Background: an optimization exercise with open tools, aiming at small area. Do not read the settings as production practice.
At most, simulation tests tie the RTL to the original design; equivalence was not proved.
The RTL of runs 3 to 5 was laid out without a check of its function.
Power is estimated from default activity; no workload was simulated.

--- design.v ---
`default_nettype none
package soc_ifc_pkg;
    localparam int DATA_W     = 32;
    localparam int ADDR_W     = 6;
    localparam int FUSE_WORDS = 8;
    localparam int FUSE_SEL_W = $clog2(FUSE_WORDS);
    localparam logic [ADDR_W-1:0] ADDR_FUSE_BASE      = 6'h00;
    localparam logic [ADDR_W-1:0] ADDR_FUSE_WR_DONE   = 6'h08;
    localparam logic [ADDR_W-1:0] ADDR_WDT_T1_EN      = 6'h10;
    localparam logic [ADDR_W-1:0] ADDR_WDT_T1_RESTART = 6'h11;
    localparam logic [ADDR_W-1:0] ADDR_WDT_T1_PERIOD  = 6'h12;
    localparam logic [ADDR_W-1:0] ADDR_WDT_T2_EN      = 6'h13;
    localparam logic [ADDR_W-1:0] ADDR_WDT_T2_RESTART = 6'h14;
    localparam logic [ADDR_W-1:0] ADDR_WDT_T2_PERIOD  = 6'h15;
    localparam logic [ADDR_W-1:0] ADDR_WDT_STATUS     = 6'h16;
    localparam logic [ADDR_W-1:0] ADDR_ERROR_INTR_STS = 6'h17;
    localparam logic [ADDR_W-1:0] ADDR_HW_ERROR_FATAL = 6'h18;
    typedef enum logic [4:0] {
        REG_NONE = 5'd0,
        REG_FUSE,
        REG_FUSE_WR_DONE,
        REG_WDT_T1_EN,
        REG_WDT_T1_RESTART,
        REG_WDT_T1_PERIOD,
        REG_WDT_T2_EN,
        REG_WDT_T2_RESTART,
        REG_WDT_T2_PERIOD,
        REG_WDT_STATUS,
        REG_ERROR_INTR_STS,
        REG_HW_ERROR_FATAL
    } reg_idx_t;
    typedef struct packed {
        logic              req;
        logic              write;
        logic              soc_req;
        logic [ADDR_W-1:0] addr;
        logic [DATA_W-1:0] wdata;
    } soc_ifc_req_t;
    typedef struct packed {
        logic              valid;
        logic              err;
        logic [DATA_W-1:0] rdata;
    } soc_ifc_rsp_t;
    typedef struct packed {
        logic                  valid;
        reg_idx_t              idx;
        logic [FUSE_SEL_W-1:0] fuse_sel;
        logic                  write_en;
        logic                  err;
        logic [DATA_W-1:0]     wdata;
    } reg_op_t;
    typedef struct packed {
        logic              t1_en;
        logic              t2_en;
        logic              t1_restart;
        logic              t2_restart;
        logic [DATA_W-1:0] t1_period;
        logic [DATA_W-1:0] t2_period;
    } wdt_cfg_t;
    typedef struct packed {
        logic t2_timeout;
        logic t1_timeout;
    } wdt_status_t;
endpackage
`default_nettype wire
`timescale 1ns/1ps
`default_nettype none
module soc_ifc_top (
    input  wire                            clk,
    input  wire                            cptra_rst_b,
    input  wire soc_ifc_pkg::soc_ifc_req_t req_i,
    output soc_ifc_pkg::soc_ifc_rsp_t      rsp_o,
    output logic                           fuse_done_o,
    output logic                           error_intr_o,
    output logic                           cptra_error_fatal_o,
    output logic                           nmi_intr_o
);
    logic [4:0]  a1;         
    logic [31:0] wd1;        
    logic        v1, we1, re1;
    logic        done_q;
    logic        mapped, refuse;
    always_comb begin
        mapped = ~req_i.addr[5] & (~req_i.addr[3] | (req_i.addr[2:0] == 3'd0));
        refuse = ~mapped;
        if (req_i.addr[4:0] == 5'h08)
            refuse = refuse | (req_i.write & (~req_i.soc_req | done_q));
        else if (req_i.addr[4:3] == 2'b00)
            refuse = refuse | (req_i.write & done_q);
    end
    always_ff @(posedge clk or negedge cptra_rst_b) begin
        if (!cptra_rst_b) begin
            v1  <= 1'b0;
            we1 <= 1'b0;
            re1 <= 1'b0;
        end else begin
            v1  <= req_i.req;
            we1 <= req_i.req & req_i.write & ~refuse;
            re1 <= req_i.req & ~req_i.write & ~refuse;
        end
    end
    always_ff @(posedge clk) begin
        a1  <= req_i.addr[4:0];
        wd1 <= req_i.wdata;
    end
    function automatic logic wr(input logic [4:0] a);
        wr = we1 & (a1 == a);
    endfunction
    logic [7:0][31:0] fuse_q;
    logic [7:0]       fuse_vld;
    logic [31:0]      p1_q, p2_q;
    logic             p1_vld, p2_vld;
    logic             t1_en_q, t2_en_q;
    logic [1:0]       intr_q;
    logic             fatal_q;
    logic [1:0]       to_q, to_f;
    logic [31:0]      c1_q, c2_q;
    logic fuse_wr;
    assign fuse_wr = we1 & (a1[4:3] == 2'b00);
    logic [7:0]  fuse_ld;
    logic        p1_ld, p2_ld;
    always_comb begin
        for (int w = 0; w < 8; w++) fuse_ld[w] = fuse_wr & (a1[2:0] == w[2:0]);
        p1_ld = wr(5'h12);
        p2_ld = wr(5'h15);
    end
    always_ff @(posedge clk) begin
        for (int w = 0; w < 8; w++)
            fuse_q[w] <= ({32{fuse_ld[w]}} & wd1) | ({32{~fuse_ld[w]}} & fuse_q[w]);
        p1_q <= ({32{p1_ld}} & wd1) | ({32{~p1_ld}} & p1_q);
        p2_q <= ({32{p2_ld}} & wd1) | ({32{~p2_ld}} & p2_q);
    end
    always_ff @(posedge clk or negedge cptra_rst_b) begin
        if (!cptra_rst_b) begin
            fuse_vld <= '0;
            p1_vld   <= 1'b0;
            p2_vld   <= 1'b0;
            done_q   <= 1'b0;
            t1_en_q  <= 1'b0;
            t2_en_q  <= 1'b0;
        end else begin
            for (int w = 0; w < 8; w++)
                if (fuse_wr && a1[2:0] == w[2:0]) fuse_vld[w] <= 1'b1;
            if (wr(5'h12)) p1_vld <= 1'b1;
            if (wr(5'h15)) p2_vld <= 1'b1;
            if (wr(5'h08)) done_q  <= wd1[0];
            if (wr(5'h10)) t1_en_q <= wd1[0];
            if (wr(5'h13)) t2_en_q <= wd1[0];
        end
    end
    logic [1:0] svc;
    logic       rst1, rst2, fatal_clr;
    assign svc       = {2{wr(5'h17)}} & wd1[1:0];
    assign rst1      = wr(5'h11) & wd1[0];
    assign rst2      = wr(5'h14) & wd1[0];
    assign fatal_clr = wr(5'h18) & wd1[0];
    logic run1, run2, clr1, clr2, ge1, ge2;
    assign run1 = t1_en_q;
    assign clr1 = ~t1_en_q | rst1 | svc[0];
    assign run2 = t2_en_q | to_q[0];
    assign clr2 = ~run2 | rst2 | svc[1];
    logic [32:0] ge1_c, ge2_c;
    logic [32:0] all1_c, all2_c;
    always_comb begin
        ge1_c[0]  = 1'b1;
        ge2_c[0]  = 1'b1;
        all1_c[0] = 1'b1;
        all2_c[0] = 1'b1;
        for (int i = 0; i < 32; i++) begin
            ge1_c[i+1]  = (c1_q[i] & ~p1_q[i]) | ((c1_q[i] | ~p1_q[i]) & ge1_c[i]);
            ge2_c[i+1]  = (c2_q[i] & ~p2_q[i]) | ((c2_q[i] | ~p2_q[i]) & ge2_c[i]);
            all1_c[i+1] = all1_c[i] & c1_q[i];
            all2_c[i+1] = all2_c[i] & c2_q[i];
        end
    end
    assign ge1 = ~p1_vld | ge1_c[32];
    assign ge2 = ~p2_vld | ge2_c[32];
    logic inc1, inc2;
    assign inc1 = run1 & ~to_q[0] & ~ge1;
    assign inc2 = run2 & ~to_q[1] & ~ge2;
    always_ff @(posedge clk) begin
        c1_q <= {32{~clr1}} & (c1_q ^ ({32{inc1}} & all1_c[31:0]));
        c2_q <= {32{~clr2}} & (c2_q ^ ({32{inc2}} & all2_c[31:0]));
        to_f <= to_q;
    end
    logic fatal_cond;
    assign fatal_cond = to_q[1] & ~t2_en_q;
    always_ff @(posedge clk or negedge cptra_rst_b) begin
        if (!cptra_rst_b) begin
            to_q    <= '0;
            intr_q  <= '0;
            fatal_q <= 1'b0;
        end else begin
            to_q[0]   <= ~clr1 & (to_q[0] | (run1 & ge1));
            to_q[1]   <= ~clr2 & (to_q[1] | (run2 & ge2));
            intr_q[0] <= (intr_q[0] & ~svc[0]) | (to_q[0] & ~to_f[0]);
            intr_q[1] <= (intr_q[1] & ~svc[1]) | (to_q[1] & ~to_f[1] & t2_en_q);
            fatal_q   <= (fatal_q & ~fatal_clr) | fatal_cond;
        end
    end
    logic       v2, e2, re2;
    logic [4:0] a2;
    logic [1:0] dyn_q;
    always_ff @(posedge clk or negedge cptra_rst_b) begin
        if (!cptra_rst_b) begin
            v2    <= 1'b0;
            e2    <= 1'b0;
            re2   <= 1'b0;
            dyn_q <= '0;
        end else begin
            v2  <= v1;
            e2  <= v1 & ~we1 & ~re1;
            re2 <= re1;
            dyn_q <= {2{re1}} & ((a1 == 5'h16) ? to_q :
                                 (a1 == 5'h17) ? intr_q :
                                 (a1 == 5'h18) ? {1'b0, fatal_q} : 2'b00);
        end
    end
    always_ff @(posedge clk) a2 <= a1;
    logic [31:0] rdata;
    always_comb begin
        rdata = '0;
        for (int w = 0; w < 8; w++)
            if (re2 && fuse_vld[w] && a2 == w[4:0]) rdata = rdata | fuse_q[w];
        if (re2 && p1_vld && a2 == 5'h12) rdata = rdata | p1_q;
        if (re2 && p2_vld && a2 == 5'h15) rdata = rdata | p2_q;
        rdata[0] = rdata[0] | (re2 & ((a2 == 5'h08 & done_q) | (a2 == 5'h10 & t1_en_q)
                                     | (a2 == 5'h13 & t2_en_q)));
        rdata[1:0] = rdata[1:0] | dyn_q;
    end
    assign rsp_o.valid         = v2;
    assign rsp_o.err           = e2;
    assign rsp_o.rdata         = rdata;
    assign fuse_done_o         = done_q;
    assign error_intr_o        = |intr_q;
    assign cptra_error_fatal_o = fatal_cond;
    assign nmi_intr_o          = fatal_cond;
endmodule
`default_nettype wire
--- run.sh ---
#!/bin/bash
# synth_recipe.tcl (not shown) runs the flow's synth.tcl, then flattens the netlist and writes it again
# the make line also repeats each setting of config.mk as NAME=value (left out here)
make -C /OpenROAD-flow-scripts/flow DESIGN_CONFIG=/design/flow/config.mk WORK_HOME=/design/flow/orfs CLKGATE_MAP_FILE= SYNTH_SCRIPT=/design/flow/synth_recipe.tcl finish
--- config.mk ---
export PLATFORM = sky130hd
export DESIGN_NAME = soc_ifc_top
export DESIGN_NICKNAME = soc_ifc_top
export VERILOG_FILES = /design/flow/design.v
export SDC_FILE = /design/flow/constraint.sdc
export NUM_CORES = 4
export LEC_CHECK = 0
export CAP_MARGIN = 20
export CORE_MARGIN = 2
export CORE_UTILIZATION = 40
export SLEW_MARGIN = 20
--- constraint.sdc ---
create_clock -name core_clock -period 5.0 [get_ports {clk}]
set_input_delay 1.0000 -clock core_clock [delete_from_list [all_inputs] [get_ports {clk}]]
set_output_delay 1.0000 -clock core_clock [all_outputs]
set_load 0.01 [all_outputs]
==> reports/results.txt, run 1 <==
The first global-routing pass estimated 70100 µm of wire. Once the clock tree was built, the setup fixing pass inserted 0 buffers. The run gives 46300 µm as the total length of routed wires. Of the total synthesized cell area, the portion taken by full adders, half adders and majority gates is 0.826%. Summing all placed instances gives a cell area of 19100 µm².

Of the total power, the share spent switching nets is 20.0%. Clock-pin slew was measured on the worst setup and hold paths at 0.06 ns. Dividing the detail-routed wire length by the instance count gives 23.2 µm. The synthesized netlist devotes 0.947% of its cell area to XOR and XNOR gates. Across the VDD grid, the largest voltage drop is 0.000324 V. After floorplanning, the core was sized to cover 43200 µm². The gate count after technology mapping came out at 1274. The tools report the endpoint kind of the worst setup timing path as an output port. The flip-flop and latch count after synthesis came out at 454. The H-tree was split into 2 levels. For this run, design rule violations remaining after detail routing come to 0. The detailed router finished its first iteration with 1237 violations. The net count of the finished layout is 1415. Number of iterations in the first detailed-routing pass: 5.

Worst clock skew on the final layout: 0.0292 ns. Count of input and output buffers: 80. Across all layers, the routed design uses 11500 vias. The mean post-synth cell area works out to 13.8 µm².

The overall die width is 214 µm, and the setup slack of the most critical reg-to-reg path is 1.89 ns. The die is 214 µm tall. The sequential share of the synthesized area came out at 70.7%.

The routed design could run at a clock period as short as 4.64 ns. The maximum fanout encountered on the critical timing path is 15. In this run the tightest slew margin relative to its limit is 28.5%. Number of cells on the worst reg-to-reg path: 10.

The critical path ends at rsp_o[13]. The number of gates resized after CTS was 0. The number of antenna diodes in the final layout is 0. In this run the power spent charging and discharging nets is 1.60 mW. When the netlist entered floorplanning its net count stood at 1319. In this run the critical register-to-register path is captured at c1_q[0]. The tightest min-delay check is of the flip-flop to flip-flop type. The most used flip-flop cell after synthesis is sky130_fd_sc_hd__edfxtp_1. Measured against the total synthesized area, the mux share comes to 0.541%.

The run gives 0 as the number of antenna-violating nets in the routed design. The tools report the proportion of power drawn by combinational gates as 1.7%. Synthesis-to-layout area growth: 18.5%. Classification of the worst setup path: flip-flop to output port. STA classifies the critical path startpoint as a flip-flop. The commonest non-fill, non-tap cell in the layout is sky130_fd_sc_hd__edfxtp_1. At the end of routability-driven placement, the weighted congestion stood at 0.816.

In the routed layout, each cell is associated on average with a via count of 5.75. Clock tree synthesis found a total of 454 sinks. Setup repair after global routing left no endpoint under its margin. The run gives 34 as the pin count of the biggest net entering global routing.

The die footprint is 45600 µm², and the number of fill cells in the layout is 3752. In this run, post-CTS hold repair placed 0 buffers. The run finished with no timing, DRC or antenna violations. The share of flip-flops with an asynchronous set or reset after synthesis works out to 5.73%.

The yosys synthesis warning count came out at 1. At the later pin of the worst-skew pair, clock insertion delay measures 0.57 ns. The number of antenna violations at the first check in global routing is 0. The clock passes through at most 3 buffers.

Setup violations remaining at the end of the flow were counted as 0. TritonCTS built the clock tree. The tools report the required time of the critical path as 4.00 ns. The run gives 6.40 mW as the cell-internal power. For the pin with the worst max-slew slack, the measured transition is 1.07 ns.

For the total of max-cap violations, the log shows 0. The HPWL after detailed placement is 28700 µm. In the finished design, the share of the clock period the worst path needs comes to 92.7%.

The design draws 8.00 mW. In this run the power density over the cells is 384 nW/µm². Sequential cells burn 51.6% of the power.

The simple-gate area share of the yosys netlist is 11.4%. Summing the areas of all compound-gate instances in the mapped netlist gives 12.8% of the synthesized area. The finished cells cover 20800 µm². The global route total overflow came out at 0. The logs give 3.64 ns for the signal arrival time at the worst endpoint and 6.84 nW for the standby leakage power. The power share of the clock group was 46.7%. The clock root buffer was sky130_fd_sc_hd__clkbuf_16.

The library cells used most frequently in the layout, excluding fill and tap cells, are sky130_fd_sc_hd__edfxtp_1, sky130_fd_sc_hd__dfxtp_1, sky130_fd_sc_hd__clkdlybuf4s50_1. The initial standard-cell utilization of the core was 40.7%; the number of top-level design ports was 81. The cell area that synthesis handed to floorplanning was 17600 µm².

Count of pins over their slew limit: 0. Of the cells placed in the final design, the portion with a size suffix greater than 1 is 10.6%. The floorplan has 76 rows. The number of global-route vias before repair is 11300, and the count of endpoints failing hold in the final timing report is 0. Number of clock buffers inserted by TritonCTS: 46.

The worst setup path startpoint was a2[2]. Based on the critical path, the design can be clocked at up to 216 MHz. The number of flops mapped to enable cells by yosys is 320.

Combinational family with the most area after synthesis: compound AO/OA/AOI/OAI gates. After synthesis, the netlist uses 79 different library cells. The summed negative setup slack over all endpoints is 0 ns, and the global routing usage summed across all routing layers is 20.5%.
-- routing by layer --
metal,vias up,track usage [%],part of all wire (%)
met1,5783,28.5,44
met2,412,34.0,48
li1,5189,-,-
met3,77,2.37,5.8
met5,-,0,0
met4,0,6.32,2.5
-- stage by stage --
step,hold WS (ns),utilization [%],std cells,setup slack [ns]
floorplan,0.346,-,1274,0.654
detailed placement,0.354,44.3,1906,0.999
global placement,0.353,44.3,1906,1.01
finish,0.358,48.2,1993,0.364
CTS,0.359,48.1,1992,0.388
global route,0.373,48.2,1993,0.240
-- worst max-delay path, cell delays in order, from the launching register on --
cell	delay [ns]
sky130_fd_sc_hd__dfxtp_1	0.36
sky130_fd_sc_hd__nor4b_1	0.49
sky130_fd_sc_hd__and3_1	0.95
sky130_fd_sc_hd__buf_4	0.37
sky130_fd_sc_hd__a22oi_1	0.09
sky130_fd_sc_hd__and3_1	0.21
sky130_fd_sc_hd__nand2_1	0.07
sky130_fd_sc_hd__clkdlybuf4s50_1	0.55
-- cell usage after synthesis, drive strengths merged, types with 3 or more instances --
cell,count,area [µm²]
nor4,7,43.8
nand3,45,225
nor3,22,120
o21a,6,45.0
a222oi,62,621
o22ai,6,37.5
o2111ai,6,52.6
or4,4,30.0
nor2,64,240
mux2,4,45.0
a31o,10,87.6
dfrtp,26,651
and4,7,61.3
edfxtp,320,9610
a221oi,21,196
o31ai,5,42.5
nor2b,26,165
nor4b,4,35.0
nand2,70,263
or2,11,68.8
o221ai,6,58.8
a22oi,41,308
a211o,3,26.3
inv,56,210
nand3b,3,22.5
a22o,17,149
nand2b,34,213
buf,12,86.3
mux2i,5,50.1
dfxtp,108,2160
maj3,12,120
and3,35,219
o21ai,28,144
clkbuf,51,191
or3,10,62.6
a21oi,46,238
xnor2,18,158
nand4,20,125
a31oi,4,25.0
and2,5,33.8
-- power by group through the flow --
stage / clock (mW) / combinational [mW] / sequential [mW]
5_1_grt: 3.92 / 0.146 / 4.14
6_report: 3.74 / 0.133 / 4.13
4_1_cts: 3.79 / 0.135 / 4.13
2_1_floorplan: 0 / 0.0631 / 4.18
3_5_place_dp: 0 / 0.135 / 4.21
3_3_place_gp: 0 / 0.132 / 4.21
-- area by class of cell --
type | instances | area [µm²] | area share (%)
inverters | 56 | 210 | 1.01
flip-flops and latches | 454 | 12400 | 59.7
well taps | 585 | 732 | 3.52
multi-input cells | 701 | 4740 | 22.8
clock inverters | 32 | 463 | 2.22
clock buffers | 54 | 1180 | 5.68
repair buffers | 111 | 1070 | 5.12
-- cell families after synthesis --
logic type,count (synthesis)
AO/OA/AOI/OAI,284
flip-flops,454
adder cells (fa/ha/maj),14
multiplexers,9
XOR/XNOR,19
AND/OR/NAND/NOR,375
buffers and inverters,119
-- how the worst min path moves through the flow --
stage,start,endpoint,cells after the start
after CTS,v1,v2,0
final,v1,v2,0
after detailed placement,v1,v2,0
after global placement,v1,v2,0
after global routing,v1,v2,0
after floorplan,v1,v2,0
==> run 2, diff against run 1 <==
--- a/config.mk
+++ b/config.mk
@@ -9,3 +9,6 @@
 export CORE_MARGIN = 2
-export CORE_UTILIZATION = 40
+export CORE_UTILIZATION = 65
+export CTS_CLUSTER_DIAMETER = 100
+export CTS_CLUSTER_SIZE = 25
+export PLACE_DENSITY = 0.75
 export SLEW_MARGIN = 20
==> reports/results.txt, run 2 <==
The run finished with no timing, DRC or antenna violations. The run gives 0 (unchanged) as the number of setup violations in the final report. The share of flip-flops with an asynchronous set or reset after synthesis is 5.73% (unchanged). Leaving out fill and tap cells, the most frequent cell in the layout is sky130_fd_sc_hd__edfxtp_1.

The violation count after the first detailed-routing iteration was 1792 (+45%); the clock input transition at the sequential cells of the worst setup and hold paths was 0.10 ns (+0.04 ns). The CTS sink count came out at 454 (unchanged). In the synthesized netlist the dominant register cell turns out to be sky130_fd_sc_hd__edfxtp_1. After synthesis, the largest family of logic cells by area is compound AO/OA/AOI/OAI gates. The type of the tightest min-delay check was flip-flop to flip-flop. For the die footprint, the log shows 28400 µm² (-38%).

The antenna diode count came out at 0 (unchanged). The tools report the met2 capacity usage during global routing as 47.8% (+14 points). The logs give 0 (unchanged) for the number of antenna violations at the first check in global routing and 6.35 nW (-7.1%) for the standby leakage power. The worst setup slack before clock tree synthesis was 1.18 ns (+0.180 ns); the number of standard cells in the final layout excluding fillers was 1702 (-15%). TritonCTS built the clock tree. The run gives 0 (unchanged) as the number of antenna-violating nets in the routed design.

Summed negative setup slack over all endpoints: 0 ns (unchanged). The buffer count from post-CTS setup fixing came out at 0 (unchanged). The maximum count of clock buffers along a single path is 3 (unchanged).

After synthesis, the cell types taking the most area are sky130_fd_sc_hd__edfxtp_1, sky130_fd_sc_hd__dfxtp_1, sky130_fd_sc_hd__dfrtp_1. The tools report the count of endpoints failing hold in the final timing report as 0 (unchanged). The synthesized-area fraction occupied by ao, oa, aoi and oai cells came out at 12.8% (unchanged). The total power density per cell area was 321 nW/µm² (-17%). The global route total overflow is 0 (unchanged), and the count of input and output buffers is 80 (unchanged). The share of the synthesized area in the top cell type is 54.7% (unchanged), and the share of final-layout standard cells stronger than drive strength 1 is 7.27% (-3.3 points).

The synthesis-to-layout area growth was 11.0%. The worst clock skew on the final layout was 0.0228 ns (-0.00641 ns). The tools report the number of nets produced by synthesis as 1319 (unchanged).

The total number of placement rows came out at 60 (-21%). The number of placed instances, taps included is 1663 (-13%). The tree is rooted in a sky130_fd_sc_hd__clkbuf_16.

The share of synthesized area spent on multiplexers was 0.541% (unchanged). The number of buffers inserted for hold repair after clock tree synthesis was 0 (unchanged); the overall die width was 168 µm (-21%). The commonest cells after synthesis are sky130_fd_sc_hd__edfxtp_1, sky130_fd_sc_hd__dfxtp_1, sky130_fd_sc_hd__nand2_1, sky130_fd_sc_hd__nor2_1, sky130_fd_sc_hd__a222oi_1. Counting stages on the worst path, the most repeated cell is sky130_fd_sc_hd__and3_1. The tightest slew margin relative to the limit is 39.0% (+10 points).

The proportion of power drawn by combinational gates is 2.1% (+0.4 points). The share of synthesized cell area in full adder, half adder and majority cells is 0.826% (unchanged), and the number of H-tree levels is 1 (-1). The switching power as a share of total power was 19.9% (about the same). Mean post-synth cell area: 13.8 µm² (unchanged). Detailed-route vias per instance: 6.77 (+18%).

The transition time at the pin with the least slew margin came out at 0.915 ns (-0.157 ns). Summed area of non-filler cells in the final layout: 19500 µm² (-6.3%). The clock period minus worst slack works out to 4.50 ns (-0.140 ns). The cell type of the slowest stage on the worst timing path is sky130_fd_sc_hd__and3_1. The clock latency of the later-clocked register in the worst-skew pair was 0.55 ns (-0.02 ns); the number of DRC violations after detailed routing was 0 (unchanged). The run gives 3.50 ns (-0.14 ns) as the signal arrival time at the worst endpoint. The sequential cell fraction of total power was 66.0% (+14 points); the gate count after technology mapping was 1274 (unchanged). The fmax was 222 MHz (+3.1%).

The logs give 26700 µm² (-38%) for the core area and 4.00 ns (about the same) for the required time of the critical path. The tools report the initial standard-cell utilization of the core as 65.7% (+25 points). The critical path goes through nor4bb_1 -> and3_1 -> buf_12 -> a22oi_1 -> and3_1 -> nand2_1 -> clkdlybuf4s50_1.

The flip-flop and latch count after synthesis was 454 (unchanged); the height of the chip was 168 µm (-21%). Average wire per cell in the routed design: 25.0 µm (+7.7%). The global routing stage identified its most utilized layer as met2. The run gives 1 (unchanged) as the yosys synthesis warning count. The number of clock buffers inserted by TritonCTS came out at 22 (-52%). The tools report the met3 track demand over resource in global routing as 4.28% (+1.9 points).

Setup repair after global routing left no endpoint under its margin. The logs give 34 (unchanged) for the pin count of the biggest net entering global routing and 11500 (+0.57%) for the via total after detailed routing. The library cell with the highest instance count after synthesis was sky130_fd_sc_hd__edfxtp_1. The HPWL after detailed placement was 26400 µm (-8.1%). The classification of the worst setup path is flip-flop to output port. The number of global-route vias before repair is 11100 (-1.9%), and the total standard cell area after synthesis is 17600 µm² (unchanged). The simple-gate area share of the yosys netlist was 11.4% (unchanged); the worst hold margin was 0.381 ns (+0.0229 ns). The total of max-cap violations was 0 (unchanged); the worst setup margin was 0.504 ns (+0.140 ns). The total placed instance area is 18800 µm² (-1.6%).

The net count of the finished layout came out at 1391 (-1.7%). The global routing usage summed across all routing layers is 30.2% (+9.7 points), and the synthesized-area fraction occupied by xor and xnor cells is 0.947% (unchanged). Leaving out fill and tap cells, the most frequent cells in the layout are sky130_fd_sc_hd__edfxtp_1, sky130_fd_sc_hd__dfxtp_1, sky130_fd_sc_hd__clkdlybuf4s50_1.

The run gives 0.894 (+9.6%) as the weighted congestion at the end of routability-driven global placement. STA classifies the critical path startpoint as a flip-flop. The highest ir drop seen on vdd is 0.000377 V (+16%), and the number of cells on the worst reg-to-reg path is 11 (+1). Global-route wire length before repair: 64900 µm (-7.4%). Cell-internal power: 5.00 mW (-22%). The global routing usage on met1 is 44.5% (+16 points). The count of cells along the worst hold path is 0 (unchanged), and the number of iterations in the first detailed-routing pass is 6 (+1). The maximum fanout encountered on the critical timing path is 21 (+6), and the number of top-level design ports is 81 (unchanged).

STA classifies the critical path endpoint as an output port. Total length of routed wires: 42600 µm (-8.1%). Summed over all instances, the cell type with the most area after synthesis is sky130_fd_sc_hd__edfxtp_1. The share of the clock period used by the worst path after layout works out to 89.9% (-2.8 points). The tools report the switching power summed over all nets as 1.25 mW (-22%). Delay contributed by the slowest stage of the critical path: 0.74 ns (-0.21 ns). The sequential share of the synthesized area was 70.7% (unchanged); the count of instances resized after the clock tree is built was 0 (unchanged). The setup slack of the most critical reg-to-reg path came out at 2.13 ns (+0.24 ns). The run gives 0 (unchanged) as the count of pins over their slew limit. The number of flops mapped to enable cells by yosys is 320 (unchanged), and the power share of the clock group is 31.9% (-15 points). The number of unique standard cell types used by synthesis was 79 (unchanged).
run 2: cell counts after synthesis:
Identical to the previous run, type by type.
run 2: cells by family (layout without fill, tap and decap cells):
family	count (synthesis)	count (layout)
AOI/OAI and AO/OA	284	284
xor gates and xnor gates	19	19
adders and majority gates	14	14
buffers and inverters	119	206
DFF	454	454
muxes	9	9
and+or+nand+nor	375	375
run 2: cell type report:
class	instances	area, µm²
fill	1752	7230
clock inverter	2	23.8
tap	341	427
multi-input combinational	701	4740
clock buffer	37	628
sequential	454	12400
timing repair buffer	111	1050
inverter	56	210
run 2: critical path: cells and delay by family, from the launching register on:
kind | cells | cell delay [ns]
compound gates | 1 | 0.09
buf+inv | 2 | 0.81
flops | 1 | 0.42
simple gates | 4 | 1.61
run 2: final timing paths:
kind | start | endpoint
min | v1 | v2
max reg2reg | flip-flop | c2_q[1]
max | re2 | rsp_o[15]
min reg2reg | v1 | v2
max in group asynchronous | cptra_rst_b | p1_vld
min in group asynchronous | cptra_rst_b | re1
run 2: routing by layer:
metal  vias up  wire [µm]
li1       5117          -
met1      5747      17600
met2       596      19800
met3        66       4290
met4         0        926
met5         -          0
run 2: power groups by stage:
stage | combinational [mW] | sequential (mW) | clock [mW]
after global placement | 0.130 | 4.20 | 0
after detailed placement | 0.134 | 4.21 | 0
after floorplan | 0.0631 | 4.18 | 0
after global routing | 0.145 | 4.13 | 2.15
final | 0.133 | 4.12 | 1.99
after CTS | 0.134 | 4.12 | 2.02
run 2: stage by stage:
| step | power, mW | utilization, % |
|---|---|---|
| 2_1_floorplan | 4.24 | - |
| 3_3_place_gp | 4.33 | 70.5 |
| 3_5_place_dp | 4.34 | 70.5 |
| 4_1_cts | 6.27 | 72.9 |
| 5_1_grt | 6.43 | 72.9 |
| 6_report | 6.25 | 72.9 |
==> run 3, diff against run 2 <==
--- a/design.v
+++ b/design.v
@@ -161,18 +161,4 @@
     assign clr2 = ~run2 | rst2 | svc[1];
-    logic [32:0] ge1_c, ge2_c;
-    logic [32:0] all1_c, all2_c;
-    always_comb begin
-        ge1_c[0]  = 1'b1;
-        ge2_c[0]  = 1'b1;
-        all1_c[0] = 1'b1;
-        all2_c[0] = 1'b1;
-        for (int i = 0; i < 32; i++) begin
-            ge1_c[i+1]  = (c1_q[i] & ~p1_q[i]) | ((c1_q[i] | ~p1_q[i]) & ge1_c[i]);
-            ge2_c[i+1]  = (c2_q[i] & ~p2_q[i]) | ((c2_q[i] | ~p2_q[i]) & ge2_c[i]);
-            all1_c[i+1] = all1_c[i] & c1_q[i];
-            all2_c[i+1] = all2_c[i] & c2_q[i];
-        end
-    end
-    assign ge1 = ~p1_vld | ge1_c[32];
-    assign ge2 = ~p2_vld | ge2_c[32];
+    assign ge1  = ~p1_vld | (c1_q >= p1_q);
+    assign ge2  = ~p2_vld | (c2_q >= p2_q);
     logic inc1, inc2;
@@ -181,4 +167,6 @@
     always_ff @(posedge clk) begin
-        c1_q <= {32{~clr1}} & (c1_q ^ ({32{inc1}} & all1_c[31:0]));
-        c2_q <= {32{~clr2}} & (c2_q ^ ({32{inc2}} & all2_c[31:0]));
+        if (clr1) c1_q <= '0;
+        else      c1_q <= c1_q + {31'd0, inc1};
+        if (clr2) c2_q <= '0;
+        else      c2_q <= c2_q + {31'd0, inc2};
         to_f <= to_q;
--- a/config.mk
+++ b/config.mk
@@ -9,6 +9,3 @@
 export CORE_MARGIN = 2
-export CORE_UTILIZATION = 65
-export CTS_CLUSTER_DIAMETER = 100
-export CTS_CLUSTER_SIZE = 25
-export PLACE_DENSITY = 0.75
+export CORE_UTILIZATION = 40
 export SLEW_MARGIN = 20
==> reports/results.txt, run 3 <==
The tools report the total number of placement rows as 77 (+28%). Commonest non-fill, non-tap cell in the layout: sky130_fd_sc_hd__edfxtp_1. The overall die width came out at 216 µm (+28%). By area, the combinational part of the netlist is dominated by compound AO/OA/AOI/OAI gates. On the critical path, the stage with the largest delay is an instance of sky130_fd_sc_hd__a2111oi_0.

Type of the tightest min-delay check: flip-flop to flip-flop. The mean post-synth cell area is 13.8 µm² (about the same). Clock tree synthesis selected as its root buffer the cell sky130_fd_sc_hd__clkbuf_16. Delay contributed by the slowest stage of the critical path: 0.70 ns (-0.04 ns). For the number of DRC violations after detailed routing, the log shows 0 (unchanged).

The total standard cell area after synthesis is 18000 µm² (+2.2%), and the via total after detailed routing is 11300 (-2.0%). The count of input and output buffers is 80 (unchanged), and the highest ir drop seen on vdd is 0.000278 V (-26%). The tools report the count of instances resized after the clock tree is built as 0 (unchanged). The initial standard-cell utilization of the core was 40.6% (-25 points). The number of antenna-violating nets in the routed design was 0 (unchanged); the number of clock buffers inserted by TritonCTS was 46 (+110%).

Number of iterations in the first detailed-routing pass: 7 (+1). The maximum fanout encountered on the critical timing path was 15 (-29%). The tools report the HPWL after detailed placement as 29600 µm (+12%).

The number of standard cells in the final layout excluding fillers is 2042 (+20%), and the transition time at the pin with the least slew margin is 1.04 ns (+0.124 ns). The detailed-route vias per instance works out to 5.53 (-18%). The number of buffers inserted for hold repair after clock tree synthesis is 0 (unchanged). Synthesized-area fraction occupied by xor and xnor cells: 2.59% (+1.6 points). The share of flip-flops with an asynchronous set or reset after synthesis is 5.73% (unchanged), and the tightest slew margin relative to the limit is 30.7% (-8.3 points). The tools report the CTS sink count as 454 (unchanged). For the summed negative setup slack over all endpoints, the log shows 0 ns (unchanged). Yosys synthesis warning count: 1 (unchanged). The worst clock skew on the final layout is 0.0234 ns (+0.000555 ns), and the number of global-route vias before repair is 11100 (+0.21%). The net count of the finished layout was 1523 (+9.5%).

Among all flip-flop cells after synthesis, the most frequent one is sky130_fd_sc_hd__edfxtp_1. The share of synthesized area spent on multiplexers is 0.244% (-0.30 points), and the gate count after technology mapping is 1301 (+2.1%). Sorting the synthesized cells by how often they occur yields sky130_fd_sc_hd__edfxtp_1, sky130_fd_sc_hd__dfxtp_1, sky130_fd_sc_hd__nor2_1, sky130_fd_sc_hd__inv_1, sky130_fd_sc_hd__ha_1. The number of H-tree levels is 2 (+1). The biggest area contributor in the post-synthesis netlist is sky130_fd_sc_hd__edfxtp_1. The global-route wire length before repair is 69000 µm (+6.4%). The library cell with the highest instance count after synthesis was sky130_fd_sc_hd__edfxtp_1.

The height of the chip came out at 216 µm (+28%). The flip-flop and latch count after synthesis came out at 454 (unchanged). The share of synthesized cell area in full adder, half adder and majority cells is 4.74% (+3.9 points), and the simple-gate area share of the yosys netlist is 9.83% (-1.5 points).

The run finished with no timing, DRC or antenna violations. The total power after layout is 7.67 mW (+23%), and the share of final-layout standard cells stronger than drive strength 1 is 9.80% (+2.5 points). The maximum count of clock buffers along a single path is 3 (unchanged). The total length of routed wires was 45800 µm (+7.6%); the core area was 44200 µm² (+65%).

The top cell types in the final layout, fill and taps aside, are sky130_fd_sc_hd__edfxtp_1, sky130_fd_sc_hd__dfxtp_1, sky130_fd_sc_hd__nor2_1. The synthesized-area fraction occupied by ao, oa, aoi and oai cells was 10.6% (-2.2 points). The number of setup violations in the final report was 0 (unchanged); the clock input transition at the sequential cells of the worst setup and hold paths was 0.06 ns (-0.04 ns). The tools report the die footprint as 46600 µm² (+64%). Compared with the post-synthesis result, the final layout area differs by 17.8%. The tools report the area of combinational cells with multiple inputs as 5140 µm² (+8.6%). By area the synthesized netlist is led by sky130_fd_sc_hd__edfxtp_1, sky130_fd_sc_hd__dfxtp_1, sky130_fd_sc_hd__ha_1. For the number of top-level design ports, the log shows 81 (unchanged).

The weighted congestion at the end of routability-driven global placement was 0.825 (-7.8%); the signal arrival time at the worst endpoint was 3.75 ns (+0.25 ns). The share of the clock period used by the worst path after layout is 95.0% (+5.1 points). STA classifies the critical path startpoint as a flip-flop. The tools report the standby leakage power as 7.44 nW (+17%).

The number of flops mapped to enable cells by yosys is 320 (unchanged). The clock period minus worst slack was 4.75 ns (+0.254 ns). The total power density per cell area was 363 nW/µm² (+13%). TritonCTS built the clock tree. The tools report the buffer count from post-CTS setup fixing as 0 (unchanged). Setup repair after global routing left no endpoint under its margin. The global route total overflow is 0 (unchanged), and the number of placed instances, taps included is 1956 (+18%). For the number of nets produced by synthesis, the log shows 1412 (+7.1%).

The violation count after the first detailed-routing iteration is 878 (-51%), and the fmax is 211 MHz (-5.4%). Number of cells on the worst reg-to-reg path: 16 (+5). The number of antenna violations at the first check in global routing is 0 (unchanged), and the clock latency of the later-clocked register in the worst-skew pair is 0.57 ns (+0.02 ns).

The signal on the critical path passes through nor2b_1 -> and2_1 -> nor2b_2 -> buf_4 -> a2111oi_0 -> nand2_1 -> clkdlybuf4s50_1. The average wire per cell in the routed design works out to 22.4 µm (-10%). The pin count of the biggest net entering global routing is 36 (+5.9%), and the global routing usage summed across all routing layers is 19.7% (-11 points).

The share of the synthesized area in the top cell type is 53.5% (-1.2 points), and the number of fill cells in the layout is 3831 (+120%). The tools report the endpoint kind of the worst setup timing path as an output port. The classification of the worst setup path is flip-flop to output port. The required time of the critical path was 4.00 ns (about the same). The number of unique standard cell types used by synthesis is 62 (-22%), and the sequential share of the synthesized area is 69.2% (-1.5 points). The count of endpoints failing hold in the final timing report is 0 (unchanged), and the count of cells along the worst hold path is 0 (unchanged). The storage element area was 12400 µm² (unchanged). The count of pins over their slew limit was 0 (unchanged). The run gives 0 (unchanged) as the total of max-cap violations.
==> run 3: cells by family (layout without fill, tap and decap cells) <==
logic type | after synthesis | after routing
muxes | 4 | 4
xor gates and xnor gates | 53 | 53
DFF | 454 | 454
buffers and inverters | 128 | 276
adders and majority gates | 68 | 68
other | 0 | 1
AOI/OAI and AO/OA | 246 | 246
and+or+nand+nor | 348 | 348
==> run 3: metrics by stage <==
stage                     cell area, µm²  setup WS (ns)  hold WS (ns)  utilization [%]
after floorplan                    18000           1.42         0.346                -
after global placement             19700          0.698         0.352             44.4
after detailed placement           19700          0.659         0.361             44.4
after CTS                          21100          0.275         0.374             47.8
after global routing               21100          0.110         0.394             47.8
final                              21100          0.250         0.370             47.8
==> run 3: final timing paths <==
check	start	endpoint	slack [ns]
hold / removal	v1	v2	0.37
max in group asynchronous	cptra_rst_b	fatal_q	3.89
hold reg to reg	v1	v2	0.37
setup reg to reg	flip-flop	c2_q[28]	0.72
min in group asynchronous	cptra_rst_b	to_q[0]	0.83
setup / recovery	a2[0]	rsp_o[1]	0.25
==> run 3: critical path: cells and delay by family (launching register included) <==
family	cells	cell delay [ns]
buffers and inverters	2	0.73
and+or+nand+nor	4	1.11
DFF	1	0.64
AOI/OAI and AO/OA	1	0.70
==> run 3: power breakdown <==
part / internal [mW] / switching, mW / leakage, nW / total [mW]
sequential: 4.07 / 0.0718 / 4.11 / 4.14
combinational: 0.0765 / 0.0721 / 2.60 / 0.149
clock: 1.98 / 1.41 / 0.737 / 3.39
total: 6.12 / 1.55 / 7.44 / 7.67
==> run 3: layout make-up <==
class / count / share of cell area, %
Timing Repair Buffer: 114 / 4.99
Clock buffer: 66 / 6.18
Antenna cell: 1 / 0.0118
Tap cell: 592 / 3.50
Sequential cell: 454 / 58.7
Inverter: 77 / 1.37
Multi-Input combinational cell: 719 / 24.3
Clock inverter: 19 / 0.893
==> run 3: layer usage <==
metal  track usage, %  part of all wire [%]
met2             32.9                    48
met4             5.77                   2.3
met1             26.5                    43
met3             2.97                   6.1
met5                0                     0
==> run 4, diff against run 3 <==
--- a/config.mk
+++ b/config.mk
@@ -10,2 +10,4 @@
 export CORE_UTILIZATION = 40
+export CTS_BUF_LIST = sky130_fd_sc_hd__clkbuf_4
+export GPL_TIMING_DRIVEN = 0
 export SLEW_MARGIN = 20
==> reports/results.txt, run 4 <==
The detailed-route vias per instance was 5.36 (-3.1%); the total number of placement rows was 77 (unchanged). The number of clock buffers inserted by TritonCTS came out at 113 (+150%). The share of flip-flops with an asynchronous set or reset after synthesis is 5.73% (unchanged). The total power density per cell area came out at 350 nW/µm² (-3.5%).

The required time of the critical path is 4.00 ns (about the same), and the share of final-layout standard cells stronger than drive strength 1 is 17.4% (+7.6 points). The tools report the number of top-level design ports as 81 (unchanged). After synthesis, the cell types taking the most area are sky130_fd_sc_hd__edfxtp_1, sky130_fd_sc_hd__dfxtp_1, sky130_fd_sc_hd__ha_1. The worst setup path is of the flip-flop to output port kind.

The worst clock skew on the final layout was 0.0617 ns (+0.0383 ns). The setup slack of the most critical reg-to-reg path is 0.62 ns (-0.10 ns), and the maximum count of clock buffers along a single path is 3 (unchanged). Dominant synthesized flop cell: sky130_fd_sc_hd__edfxtp_1.

The pin count of the biggest net entering global routing came out at 27 (-25%). The number of global-route vias before repair is 12100 (+8.5%), and the buffer count from post-CTS setup fixing is 0 (unchanged). The fmax is 209 MHz (-0.88%). The transition time at the pin with the least slew margin was 0.821 ns (-0.218 ns); the worst setup margin was 0.208 ns (-0.0420 ns). The clock input transition at the sequential cells of the worst setup and hold paths is 0.07 ns (about the same). The summed negative setup slack over all endpoints came out at 0 ns (unchanged). The number of unique standard cell types used by synthesis came out at 62 (unchanged).

The maximum fanout encountered on the critical timing path is 10 (-5), and the count of input and output buffers is 80 (unchanged). The run gives 1412 (unchanged) as the number of nets produced by synthesis. The startpoint type of the worst setup path is a flip-flop. Net count of the finished layout: 1628 (+6.9%). The run gives 45.3% (+15 points) as the tightest slew margin relative to the limit. The total length of routed wires is 47500 µm (+3.6%), and the signal arrival time at the worst endpoint is 3.79 ns (+0.04 ns). The sequential share of the synthesized area is 69.2% (unchanged). The worst setup path is captured at an output port. The gate count after technology mapping is 1301 (unchanged), and the average wire per cell in the routed design is 21.5 µm (-4.3%).

The mean post-synth cell area was 13.8 µm² (unchanged); the global route total overflow was 0 (unchanged). The violation count after the first detailed-routing iteration came out at 867 (-1.3%). The tools report the number of H-tree levels as 3 (+1). The run finished with no timing, DRC or antenna violations.

Setup repair after global routing left no endpoint under its margin. The tree is rooted in a sky130_fd_sc_hd__clkbuf_4. The number of antenna-violating nets in the routed design came out at 0 (unchanged).

For the HPWL after detailed placement, the log shows 33600 µm (+13%). The largest total area in the synthesized netlist belongs to sky130_fd_sc_hd__edfxtp_1. The number of iterations in the first detailed-routing pass is 5 (-2), and the core area is 44200 µm² (unchanged). The total standard cell area after synthesis was 18000 µm² (unchanged).

The global-route wire length before repair was 71800 µm (+4.1%). Yosys synthesis warning count: 1 (unchanged). Counting instances in the post-synthesis netlist gives the leading cell types as sky130_fd_sc_hd__edfxtp_1, sky130_fd_sc_hd__dfxtp_1, sky130_fd_sc_hd__nor2_1, sky130_fd_sc_hd__inv_1, sky130_fd_sc_hd__ha_1. Number of setup violations in the final report: 0 (unchanged). The number of DRC violations after detailed routing came out at 0 (unchanged).

The synthesis-to-layout area growth was 19.6%; the count of pins over their slew limit was 0 (unchanged). The clock latency of the later-clocked register in the worst-skew pair was 0.85 ns (+0.28 ns); the worst setup slack before clock tree synthesis was 0.358 ns (-0.301 ns). The weighted congestion at the end of routability-driven global placement was 0.863 (+4.6%). The number of flops mapped to enable cells by yosys was 320 (unchanged). The min-delay analysis places its worst path in the category primary input to asynchronous set/reset pin.

For the total of max-cap violations, the log shows 0 (unchanged). The logs give 46600 µm² (unchanged) for the die footprint and 0 (unchanged) for the count of endpoints failing hold in the final timing report. The run gives 20.7% (+1.0 points) as the global routing usage summed across all routing layers. The library cell with the highest instance count after synthesis was sky130_fd_sc_hd__edfxtp_1.

TritonCTS built the clock tree. For the number of antenna violations at the first check in global routing, the log shows 3 (+3). In the layout the commonest cells are sky130_fd_sc_hd__edfxtp_1, sky130_fd_sc_hd__clkbuf_4, sky130_fd_sc_hd__dfxtp_1. The height of the chip is 216 µm (unchanged), and the clock period minus worst slack is 4.79 ns (+0.0420 ns). The share of the synthesized area in the top cell type was 53.5% (unchanged); the initial standard-cell utilization of the core was 40.6% (unchanged). The overall die width is 216 µm (unchanged), and the highest ir drop seen on vdd is 0.000259 V (-7.0%).

The via total after detailed routing came out at 11800 (+4.8%). The standby leakage power is 7.75 nW (+4.1%). The commonest non-fill, non-tap cell in the layout was sky130_fd_sc_hd__edfxtp_1. The CTS sink count is 454 (unchanged), and the flip-flop and latch count after synthesis is 454 (unchanged).

The share of the clock period used by the worst path after layout came out at 95.8% (+0.84 points).
-- run 4: cell counts after synthesis --
Identical to the previous run, type by type.
-- run 4: critical path, cell delays in order (launching register included) --
cell and delay, ns:
sky130_fd_sc_hd__dfxtp_1 0.47, sky130_fd_sc_hd__nor2b_1 0.31, sky130_fd_sc_hd__and2_1 0.18, sky130_fd_sc_hd__nor2b_1 0.35, sky130_fd_sc_hd__clkbuf_1 0.62, sky130_fd_sc_hd__a221oi_1 0.20
sky130_fd_sc_hd__o211ai_1 0.22, sky130_fd_sc_hd__clkdlybuf4s50_1 0.61
-- run 4: cell families (layout without fill, tap and decap cells) --
| kind of cell | after synthesis | count (layout) | synth area share (%) |
|---|---|---|---|
| buffers and inverters | 128 | 443 | 2.77 |
| xor gates and xnor gates | 53 | 53 | 2.59 |
| muxes | 4 | 4 | 0.244 |
| AOI/OAI and AO/OA | 246 | 246 | 10.6 |
| other | 0 | 1 | 0 |
| and+or+nand+nor | 348 | 348 | 9.83 |
| adders and majority gates | 68 | 68 | 4.74 |
| DFF | 454 | 454 | 69.2 |
-- run 4: timing repair --
item / 4_1_cts / 5_1_grt
hold buffers: 0 / 0
endpoints found under the setup margin: 32 / 26
endpoints found under the hold margin: 0 / 0
resized for setup: 17 / 11
-- run 4: final cells by class --
class	instances	area (µm²)
fillers	3915	22800
repair buffers	102	1120
diodes	1	2.50
multi-input cells	719	5120
inverters	77	289
flip-flops and latches	454	12400
well taps	592	741
clock inverters	27	148
plain buffers	50	229
clock buffers	187	1400
-- run 4: report_power, final --
group	total [mW]	switching (mW)	internal, mW	leakage, nW
Combinational	0.157	0.0802	0.0772	2.72
Sequential	4.13	0.0665	4.06	4.11
Clock	3.23	1.49	1.74	0.925
Total	7.52	1.64	5.88	7.75
-- run 4: metrics by stage --
step           std cells  hold slack [ns]  area [µm²]  utilization, %  total power, mW
2_1_floorplan       1301            0.346       18000               -             4.25
3_3_place_gp        1973            0.354       19500            44.1             4.36
3_5_place_dp        1995            0.362       19900            45.0             4.37
4_1_cts             2208            0.120       21500            48.5             7.61
5_1_grt             2209            0.171       21500            48.6             7.81
6_report            2209            0.175       21500            48.6             7.52
-- run 4: per-layer routing --
layer	track usage, %	vias up	routed length (µm)
li1	-	5506	-
met1	25.7	5865	19900
met2	34.7	400	23100
met3	4.12	77	2930
met4	9.63	0	1550
met5	0	-	0
-- run 4: path summary, 6_finish.rpt --
| check | start | endpoint | depth (start not counted) |
|---|---|---|---|
| hold reg to reg | v1 | v2 | 0 |
| max in group asynchronous | cptra_rst_b | intr_q[1] | 1 |
| min in group core_clock | v1 | v2 | 0 |
| setup / recovery | a2[1] | rsp_o[31] | 7 |
| hold / removal | cptra_rst_b | p2_vld | 1 |
| setup reg to reg | flip-flop | c2_q[28] | 17 |
==> run 5, diff against run 4 <==
--- a/config.mk
+++ b/config.mk
@@ -9,5 +9,5 @@
 export CORE_MARGIN = 2
-export CORE_UTILIZATION = 40
-export CTS_BUF_LIST = sky130_fd_sc_hd__clkbuf_4
-export GPL_TIMING_DRIVEN = 0
+export CORE_UTILIZATION = 65
+export CTS_BUF_LIST = sky130_fd_sc_hd__clkbuf_2 sky130_fd_sc_hd__clkbuf_4
+export PLACE_DENSITY = 0.75
 export SLEW_MARGIN = 20
==> reports/results.txt, run 5 <==
The sequential share of the synthesized area is 69.2% (unchanged), and the buffer count from post-CTS setup fixing is 0 (unchanged). The count of input and output buffers is 80 (unchanged), and the number of placed instances, taps included is 1703 (-15%). The share of final-layout standard cells stronger than drive strength 1 was 15.9% (-1.5 points). Top cell type by total area after synthesis: sky130_fd_sc_hd__edfxtp_1. The clock latency of the later-clocked register in the worst-skew pair came out at 0.79 ns (-0.06 ns).

In the layout the commonest cells are sky130_fd_sc_hd__edfxtp_1, sky130_fd_sc_hd__clkbuf_4, sky130_fd_sc_hd__dfxtp_1. The fmax is 209 MHz (+0.18%). Total power density per cell area: 351 nW/µm² (+0.31%). The detailed-route vias per instance is 6.31 (+18%), and the number of iterations in the first detailed-routing pass is 5 (unchanged). The proportion of power drawn by combinational gates was 2.1% (about the same); the count of endpoints failing hold in the final timing report was 0 (unchanged).

The most used flip-flop cell after synthesis is sky130_fd_sc_hd__edfxtp_1. The clock period minus worst slack was 4.78 ns (-0.00861 ns); the synthesis-to-layout area growth was 15.6%. The delay contributed by the slowest stage of the critical path was 0.61 ns (about the same); the number of unique standard cell types used by synthesis was 62 (unchanged). TritonCTS built the clock tree. Maximum fanout encountered on the critical timing path: 16 (+6). The HPWL after detailed placement was 28900 µm (-14%); the number of fill cells in the layout was 1702 (-57%). The flip-flop and latch count after synthesis works out to 454 (unchanged). In the synthesized netlist, the cells that appear most often are sky130_fd_sc_hd__edfxtp_1, sky130_fd_sc_hd__dfxtp_1, sky130_fd_sc_hd__nor2_1, sky130_fd_sc_hd__inv_1, sky130_fd_sc_hd__ha_1. The number of antenna violations at the first check in global routing is 1 (-2), and the worst clock skew on the final layout is 0.0784 ns (+0.0167 ns).

Switching power summed over all nets: 1.61 mW (-1.7%). The tools report the yosys synthesis warning count as 1 (unchanged). The overall die width is 170 µm (-21%), and the count of cells along the worst hold path is 0. Sorting the synthesized cells by area gives the leading types as sky130_fd_sc_hd__edfxtp_1, sky130_fd_sc_hd__dfxtp_1, sky130_fd_sc_hd__ha_1.

The average wire per cell in the routed design is 23.6 µm (+10%), and the initial standard-cell utilization of the core is 66.4% (+26 points). The share of the synthesized area in the top cell type was 53.5% (unchanged); the weighted congestion at the end of routability-driven global placement was 0.923 (+7.0%). The path class of the tightest hold or removal check is flip-flop to flip-flop.

The cell-internal power was 5.68 mW (-3.4%). The maximum count of clock buffers along a single path came out at 3 (unchanged). The highest metal layer carrying signal wires in the routed design is met4. The logs give 0 (unchanged) for the count of pins over their slew limit and 20500 µm (-11%) for the wire length on met2. The tools report the global routing usage summed across all routing layers as 32.1% (+11 points). The number of H-tree levels is 3 (unchanged). The library cell with the highest instance count after synthesis was sky130_fd_sc_hd__edfxtp_1. The number of global-route vias before repair was 11800 (-2.6%). The tools report the endpoint kind of the worst setup timing path as an output port. Number of antenna-violating nets in the routed design: 0 (unchanged).

The worst setup path is launched from a flip-flop. The number of flops mapped to enable cells by yosys came out at 320 (unchanged). The summed negative setup slack over all endpoints is 0 ns (unchanged), and the pin count of the biggest net entering global routing is 36 (+33%).

The number of standard cells in the final layout excluding fillers was 1909 (-14%). The cell type of the slowest stage on the worst timing path is sky130_fd_sc_hd__dfxtp_1. Tightest slew margin relative to the limit: 33.7% (-12 points). The flow ran to the end and the layout has no timing, DRC or antenna violations. The clock input transition at the sequential cells of the worst setup and hold paths came out at 0.06 ns (about the same). For the signal arrival time at the worst endpoint, the log shows 3.78 ns (about the same). The die footprint was 29000 µm² (-38%). The detailed route wirelength on metal3 is 5090 µm (+74%), and the total standard cell area after synthesis is 18000 µm² (unchanged). The number of DRC violations after detailed routing is 0 (unchanged).

The transition time at the pin with the least slew margin works out to 0.995 ns (+0.174 ns). The logs give 109 (-3.5%) for the number of clock buffers inserted by TritonCTS and 0 (unchanged) for the global route total overflow. The run gives 7.55 nW (-2.6%) as the standby leakage power.

The logs give 454 (unchanged) for the CTS sink count and 12000 (+1.7%) for the via total after detailed routing. The tools report the net count of the finished layout as 1584 (-2.7%). For the violation count after the first detailed-routing iteration, the log shows 1383 (+60%).

The height of the chip is 170 µm (-21%). Leaving out fill and tap cells, the most frequent cell in the layout is sky130_fd_sc_hd__edfxtp_1. The tools report the total number of placement rows as 60 (-22%). The number of top-level design ports came out at 81 (unchanged). The switching power as a share of total power came out at 22.1% (+0.31 points). The required time of the critical path is 4.00 ns (about the same). The cell family contributing the most delay on the critical path was simple AND/OR/NAND/NOR gates. The worst setup margin was 0.216 ns (+0.00861 ns). The classification of the worst setup path is flip-flop to output port. Traced cell by cell, the critical path runs through nor2_1 -> and2_1 -> nor2b_2 -> buf_4 -> a22o_1 -> a221oi_1 -> nand3_1 -> clkdlybuf4s50_1.

The gate count after technology mapping is 1301 (unchanged), and the buffer and inverter count on the worst path is 2 (unchanged). The total of max-cap violations was 0 (unchanged); the wire length the detailed router placed on met1 was 17900 µm (-9.9%). The number of cells on the worst reg-to-reg path was 16 (-1). The core area is 27000 µm² (-39%), and the path length in cells of the critical path is 8 (+1).

For the number of buffers inserted for hold repair after clock tree synthesis, the log shows 0 (unchanged). The mean post-synth cell area works out to 13.8 µm² (unchanged). The global-route wire length before repair is 67700 µm (-5.7%).

The logs give 1412 (unchanged) for the number of nets produced by synthesis and 41.2% (-1.8 points) for the power share of the clock group. The share of flip-flops with an asynchronous set or reset after synthesis works out to 5.73% (unchanged). The count of instances resized after the clock tree is built was 0 (-17); the share of the clock period used by the worst path after layout was 95.7% (-0.17 points).

The highest ir drop seen on vdd is 0.000302 V (+17%). Setup repair after global routing left no endpoint under its margin. The worst setup slack before clock tree synthesis came out at 0.779 ns (+0.422 ns). The cell sitting at the root of the clock tree is a sky130_fd_sc_hd__clkbuf_4.

The logs give 0 (unchanged) for the number of setup violations in the final report and 76.8% (+28 points) for the final standard cell utilization of the core. The sequential cell fraction of total power was 56.7% (+1.8 points); the total length of routed wires was 45100 µm (-4.9%).
## run 5: cell types whose count changed in the layout (fill, tap and decap cells not counted), moves of 2 or more
| cell | change |
|---|---|
| sky130_fd_sc_hd__buf_2 | -4 |
| sky130_fd_sc_hd__clkbuf_1 | -25 |
| sky130_fd_sc_hd__buf_6 | -3 |
| sky130_fd_sc_hd__buf_4 | +17 |
| sky130_fd_sc_hd__clkbuf_4 | -20 |
| sky130_fd_sc_hd__nor2b_1 | -2 |
| sky130_fd_sc_hd__buf_12 | -2 |
| sky130_fd_sc_hd__nor2b_2 | +2 |
| sky130_fd_sc_hd__clkbuf_2 | -18 |
| sky130_fd_sc_hd__inv_6 | +2 |
| sky130_fd_sc_hd__buf_16 | -6 |
| sky130_fd_sc_hd__clkinv_1 | +10 |
## run 5: layout make-up
cell class                 instances  area [µm²]  share of cell area (%)
clock inverter                    38         178                   0.856
inverter                          77         289                    1.39
sequential                       454       12400                    59.9
timing repair buffer             112        1040                    5.02
multi-input combinational        719        5140                    24.8
tap                              341         427                    2.06
clock buffer                     167        1250                    6.04
antenna                            1        2.50                  0.0121
## run 5: worst paths after layout
path	slack (ns)	end	from
min in group asynchronous	0.63	t2_en_q	cptra_rst_b
min	0.38	v2	v1
max reg2reg	0.81	c2_q[28]	flip-flop
min reg2reg	0.38	v2	v1
max in group asynchronous	4.07	to_q[0]	cptra_rst_b
max	0.22	rsp_o[21]	a2[0]
## run 5: power by group through the flow
stage	Clock (mW)	Combinational (mW)	Sequential [mW]
after global routing	3.24	0.161	4.14
after floorplan	0	0.0732	4.18
after global placement	0	0.147	4.21
after CTS	3.05	0.150	4.13
final	3.00	0.150	4.14
after detailed placement	0	0.150	4.21
## run 5: cell families after synthesis
group / share of synthesized area, %
buffers and inverters: 2.77
AOI/OAI and AO/OA: 10.6
and+or+nand+nor: 9.83
adders and majority gates: 4.74
DFF: 69.2
muxes: 0.244
xor gates and xnor gates: 2.59
## run 5: worst reg2reg max path, cell delays in order, from the launching register on
cell,delay [ns]
sky130_fd_sc_hd__edfxtp_1,0.43
sky130_fd_sc_hd__inv_1,0.07
sky130_fd_sc_hd__ha_1,0.30
sky130_fd_sc_hd__a211oi_1,0.21
sky130_fd_sc_hd__nor2_1,0.08
sky130_fd_sc_hd__a2111oi_0,0.40
sky130_fd_sc_hd__o211ai_1,0.17
sky130_fd_sc_hd__a211oi_1,0.42
sky130_fd_sc_hd__o21a_1,0.20
sky130_fd_sc_hd__ha_1,0.19
sky130_fd_sc_hd__ha_1,0.22
sky130_fd_sc_hd__nand2_1,0.10
sky130_fd_sc_hd__or3_1,0.46
sky130_fd_sc_hd__nor4_1,0.45
sky130_fd_sc_hd__nand3_1,0.16
sky130_fd_sc_hd__xor2_1,0.15
sky130_fd_sc_hd__nor2_1,0.05
## run 5: through the flow
stage / total power, mW / hold WS, ns / instance area, µm²
6_report: 7.29 / 0.375 / 20800
4_1_cts: 7.33 / 0.381 / 20800
3_3_place_gp: 4.36 / 0.350 / 19300
5_1_grt: 7.54 / 0.390 / 20800
2_1_floorplan: 4.25 / 0.346 / 18000
3_5_place_dp: 4.36 / 0.367 / 19300
## run 5: routing by layer
| metal | vias to the layer above | track usage (%) |
|---|---|---|
| li1 | 5397 | - |
| met3 | 114 | 9.60 |
| met5 | - | 0 |
| met1 | 5840 | 43.7 |
| met2 | 696 | 48.4 |
| met4 | 0 | 14.0 |
==> run 6, diff against run 5 <==
--- a/design.v
+++ b/design.v
@@ -161,4 +161,18 @@
     assign clr2 = ~run2 | rst2 | svc[1];
-    assign ge1  = ~p1_vld | (c1_q >= p1_q);
-    assign ge2  = ~p2_vld | (c2_q >= p2_q);
+    logic [32:0] ge1_c, ge2_c;
+    logic [32:0] all1_c, all2_c;
+    always_comb begin
+        ge1_c[0]  = 1'b1;
+        ge2_c[0]  = 1'b1;
+        all1_c[0] = 1'b1;
+        all2_c[0] = 1'b1;
+        for (int i = 0; i < 32; i++) begin
+            ge1_c[i+1]  = (c1_q[i] & ~p1_q[i]) | ((c1_q[i] | ~p1_q[i]) & ge1_c[i]);
+            ge2_c[i+1]  = (c2_q[i] & ~p2_q[i]) | ((c2_q[i] | ~p2_q[i]) & ge2_c[i]);
+            all1_c[i+1] = all1_c[i] & c1_q[i];
+            all2_c[i+1] = all2_c[i] & c2_q[i];
+        end
+    end
+    assign ge1 = ~p1_vld | ge1_c[32];
+    assign ge2 = ~p2_vld | ge2_c[32];
     logic inc1, inc2;
@@ -167,6 +181,4 @@
     always_ff @(posedge clk) begin
-        if (clr1) c1_q <= '0;
-        else      c1_q <= c1_q + {31'd0, inc1};
-        if (clr2) c2_q <= '0;
-        else      c2_q <= c2_q + {31'd0, inc2};
+        c1_q <= {32{~clr1}} & (c1_q ^ ({32{inc1}} & all1_c[31:0]));
+        c2_q <= {32{~clr2}} & (c2_q ^ ({32{inc2}} & all2_c[31:0]));
         to_f <= to_q;
==> flow/run.sh (new file) <==
#!/bin/bash
# Standard ORFS layout with these changes to how cells are chosen:
# - synthesis maps logic with an area-oriented ABC script (flow/abc_map.script)
#   in place of ORFS's speed script; everything else in synthesis is standard
# - ports get the smallest buffer
# - clock tree synthesis clusters more sinks per buffer and inserts no dummy loads
set -euo pipefail
work=$(pwd)
rm -rf "$work/scripts_area"
cp -r "$FLOW_HOME/scripts" "$work/scripts_area"
cp "$work/flow/abc_map.script" "$work/scripts_area/abc_speed.script"
export BUFFER_PORTS_ARGS="-buffer_cell sky130_fd_sc_hd__buf_1"
export CTS_ARGS="-sink_clustering_enable -repair_clock_nets -dont_use_dummy_load -buf_list sky130_fd_sc_hd__clkbuf_8 -sink_clustering_size 16 -sink_clustering_max_diameter 80"
SCRIPTS_DIR="$work/scripts_area" bash standard.sh synth > synth.log 2>&1
bash standard.sh > standard.log 2>&1
==> flow/abc_map.script (new file) <==
strash
&get -n
&st
&dch
&nf -a
&st
&syn2
&dch
&nf -a
&put
topo
stime -c
==> standard.sh (new file) <==
#!/bin/bash
# synth_recipe.tcl (not shown) runs the flow's synth.tcl, then flattens the netlist and writes it again
# the make line also repeats each setting of config.mk as NAME=value (left out here)
make -C /OpenROAD-flow-scripts/flow DESIGN_CONFIG=/design/flow/config.mk WORK_HOME=/design/flow/orfs CLKGATE_MAP_FILE= SYNTH_SCRIPT=/design/flow/synth_recipe.tcl "${@:-finish}"
--- a/config.mk
+++ b/config.mk
@@ -10,3 +10,2 @@
 export CORE_UTILIZATION = 65
-export CTS_BUF_LIST = sky130_fd_sc_hd__clkbuf_2 sky130_fd_sc_hd__clkbuf_4
 export PLACE_DENSITY = 0.75
removed: run.sh
==> reports/results.txt, run 6 <==
Die footprint: 26700 µm² (-7.8%). Type of the tightest min-delay check: flip-flop to flip-flop. HPWL after detailed placement: 24300 µm (-16%). The transition time at the pin with the least slew margin is 1.14 ns (+0.147 ns). For the global route total overflow, the log shows 0 (unchanged).

The flip-flop and latch count after synthesis is 454 (unchanged). Among the stages of the critical path, the cell type that occurs most often is sky130_fd_sc_hd__a21oi_1. The logs give 5.44 ns (+1.44 ns) for the required time of the critical path and 10600 (-12%) for the via total after detailed routing. Clock latency of the later-clocked register in the worst-skew pair: 0.55 ns (-0.24 ns).

The run gives 0 (unchanged) as the number of antenna-violating nets in the routed design. The proportion of power drawn by combinational gates came out at 1.4% (-0.7 points). Height of the chip: 163 µm (-4.0%).

The worst setup slack before clock tree synthesis was -0.00436 ns (-0.784 ns). Synthesis-to-layout area growth: 9.74%. The tightest slew margin relative to the limit came out at 23.9% (-9.8 points).

The signal arrival time at the worst endpoint came out at 5.07 ns (+1.29 ns). Count of pins over their slew limit: 0 (unchanged). The maximum fanout encountered on the critical timing path works out to 4 (-12). The library cell used most frequently in the layout, excluding fill and tap cells, is sky130_fd_sc_hd__edfxtp_1.

For the total standard cell area after synthesis, the log shows 16500 µm² (-8.0%). The CTS sink count was 454 (unchanged); the number of clock buffers inserted by TritonCTS was 34 (-69%). Fmax: 216 MHz (+3.3%). The slowest stage of the critical path belongs to the cell sky130_fd_sc_hd__a222oi_1. Number of buffers inserted for hold repair after clock tree synthesis: 0 (unchanged). The buffer and inverter count on the worst path was 0 (-2); the total of max-cap violations was 0 (unchanged). The tools report the number of setup violations in the final report as 0 (unchanged).

The violation count after the first detailed-routing iteration came out at 1341 (-3.0%). The total power density per cell area was 323 nW/µm² (-8.1%); the standby leakage power was 5.80 nW (-23%). The average wire per cell in the routed design is 24.5 µm (+3.6%), and the number of global-route vias before repair is 10100 (-14%). The initial standard-cell utilization of the core is 66.0% (-0.43 points), and the detailed-route vias per instance is 6.67 (+5.7%). The number of unique standard cell types used by synthesis was 52 (-16%). The clock input transition at the sequential cells of the worst setup and hold paths is 0.10 ns (+0.04 ns). STA classifies the critical path startpoint as a flip-flop. The worst setup margin came out at 0.367 ns (+0.151 ns). For the cell-internal power, the log shows 4.70 mW (-17%). In this run the clock root is driven by a sky130_fd_sc_hd__clkbuf_8.

The net count of the finished layout was 1307 (-17%); the number of top-level design ports was 81 (unchanged). The core area is 25000 µm² (-7.4%), and the share of the clock period used by the worst path after layout is 92.7% (-3.0 points). The worst setup path is captured at a flip-flop. The worst hold margin is 0.389 ns (+0.0134 ns), and the summed negative setup slack over all endpoints is 0 ns (unchanged). The total number of placement rows is 58 (-3.3%), and the total placed instance area is 17600 µm² (-9.0%). The weighted congestion at the end of routability-driven global placement is 0.911 (-1.3%), and the count of input and output buffers is 80 (unchanged). The library cell with the highest instance count after synthesis was sky130_fd_sc_hd__edfxtp_1. The number of antenna violations at the first check in global routing is 0 (-1). The switching power summed over all nets is 1.15 mW (-29%). The sequential share of the synthesized area was 75.2% (+6.0 points); the sequential cell fraction of total power was 70.3% (+14 points). The maximum count of clock buffers along a single path is 3 (unchanged), and the gate count after technology mapping is 1111 (-15%). The share of final-layout standard cells stronger than drive strength 1 came out at 7.70% (-8.2 points).

For this run, the leading register cell type out of synthesis is sky130_fd_sc_hd__edfxtp_1. The synthesized design spends more area on one cell type than any other, namely sky130_fd_sc_hd__edfxtp_1. The yosys synthesis warning count came out at 1 (unchanged). The worst clock skew on the final layout was 0.0472 ns (-0.0312 ns).

The tools report the number of DRC violations after detailed routing as 0 (unchanged). For the pin count of the biggest net entering global routing, the log shows 34 (-5.6%). The run finished with no timing, DRC or antenna violations.

The number of H-tree levels is 2 (-1), and the share of flip-flops with an asynchronous set or reset after synthesis is 5.73% (unchanged). The share of the synthesized area in the top cell type was 58.2% (+4.6 points); the overall die width was 163 µm (-4.0%). The tools report the number of nets produced by synthesis as 1156 (-18%). Leaving out fill and tap cells, the most frequent cells in the layout are sky130_fd_sc_hd__edfxtp_1, sky130_fd_sc_hd__dfxtp_1, sky130_fd_sc_hd__buf_1. Ranked by instance count, the synthesized netlist is headed by sky130_fd_sc_hd__edfxtp_1, sky130_fd_sc_hd__dfxtp_1, sky130_fd_sc_hd__clkinv_1, sky130_fd_sc_hd__a222oi_1, sky130_fd_sc_hd__nor2_1.

TritonCTS built the clock tree. The delay contributed by the slowest stage of the critical path was 0.42 ns (-0.19 ns); the summed area of non-filler cells in the final layout was 18100 µm² (-13%). The total power after layout is 5.85 mW (-20%). The number of flops mapped to enable cells by yosys was 320 (unchanged). In the post-synthesis netlist, the biggest area contributors are sky130_fd_sc_hd__edfxtp_1, sky130_fd_sc_hd__dfxtp_1, sky130_fd_sc_hd__dfrtp_1. The clock period minus worst slack is 4.63 ns (-0.151 ns), and the highest ir drop seen on vdd is 0.000295 V (-2.1%).

The mean post-synth cell area came out at 14.9 µm² (+7.8%). The number of iterations in the first detailed-routing pass was 6 (+1). The critical path is of the flip-flop to flip-flop type. The antenna diode count is 0 (-1), and the global routing usage summed across all routing layers is 29.7% (-2.4 points).

The cell family contributing the most delay on the critical path is compound AO/OA/AOI/OAI gates. The global-route wire length before repair was 58700 µm (-13%); the power share of the clock group was 28.3% (-13 points). The run gives 38900 µm (-14%) as the total length of routed wires. The count of endpoints failing hold in the final timing report is 0 (unchanged), and the switching power as a share of total power is 19.7% (-2.4 points).
run 6: through the flow:
stage               util (%)  cells
floorplan                  -   1111
global placement        70.1   1554
detailed placement      70.2   1555
CTS                     72.1   1589
global route            72.4   1590
finish                  72.4   1590
run 6: logic make-up after synthesis:
kind of cell,after synthesis,share of synthesized area (%)
compound gates,262,12.4
xor+xnor,20,1.06
fa+ha+maj,2,0.151
buf+inv,69,1.64
flops,454,75.2
mux,3,0.204
simple gates,301,9.37
run 6: cell type report:
type                       count  area (µm²)
multi-input combinational    588        3980
timing repair buffer         118         606
inverter                      66         248
tap                          330         413
fill                        1650        6900
sequential                   454       12400
clock buffer                  34         468
run 6: worst paths after layout:
check | slack (ns) | to | startpoint | cells after the start
hold / removal | 0.39 | v2 | v1 | 0
max in group asynchronous | 4.28 | v2 | cptra_rst_b | 2
min in group asynchronous | 0.45 | fatal_q | cptra_rst_b | 2
hold reg to reg | 0.39 | v2 | v1 | 0
setup / recovery | 0.37 | c2_q[30] | flip-flop | 26
setup reg to reg | 0.37 | c2_q[30] | flip-flop | 26
run 6: power groups by stage:
stage	Clock [mW]	Combinational, mW	Sequential, mW
3_5_place_dp	0	0.0792	4.20
2_1_floorplan	0	0.0418	4.17
3_3_place_gp	0	0.0766	4.19
5_1_grt	1.82	0.0883	4.12
4_1_cts	1.69	0.0798	4.11
6_report	1.66	0.0796	4.11
run 6: metal layers:
layer,track usage [%],up-vias,share of wire [%]
met5,0,-,0
met4,9.41,0,2.6
met3,4.77,76,11
met2,45.2,650,46
met1,44.8,5188,41
li1,-,4693,-
run 6: repair_timing:
action                                  in CTS  in global routing
pin swaps                                    0                 21
setup buffers                                0                  1
endpoints found under the hold margin        0                  0
gates resized for setup                      1                 15
gates cloned                                 0                  0
endpoints found under the setup margin       2                 31
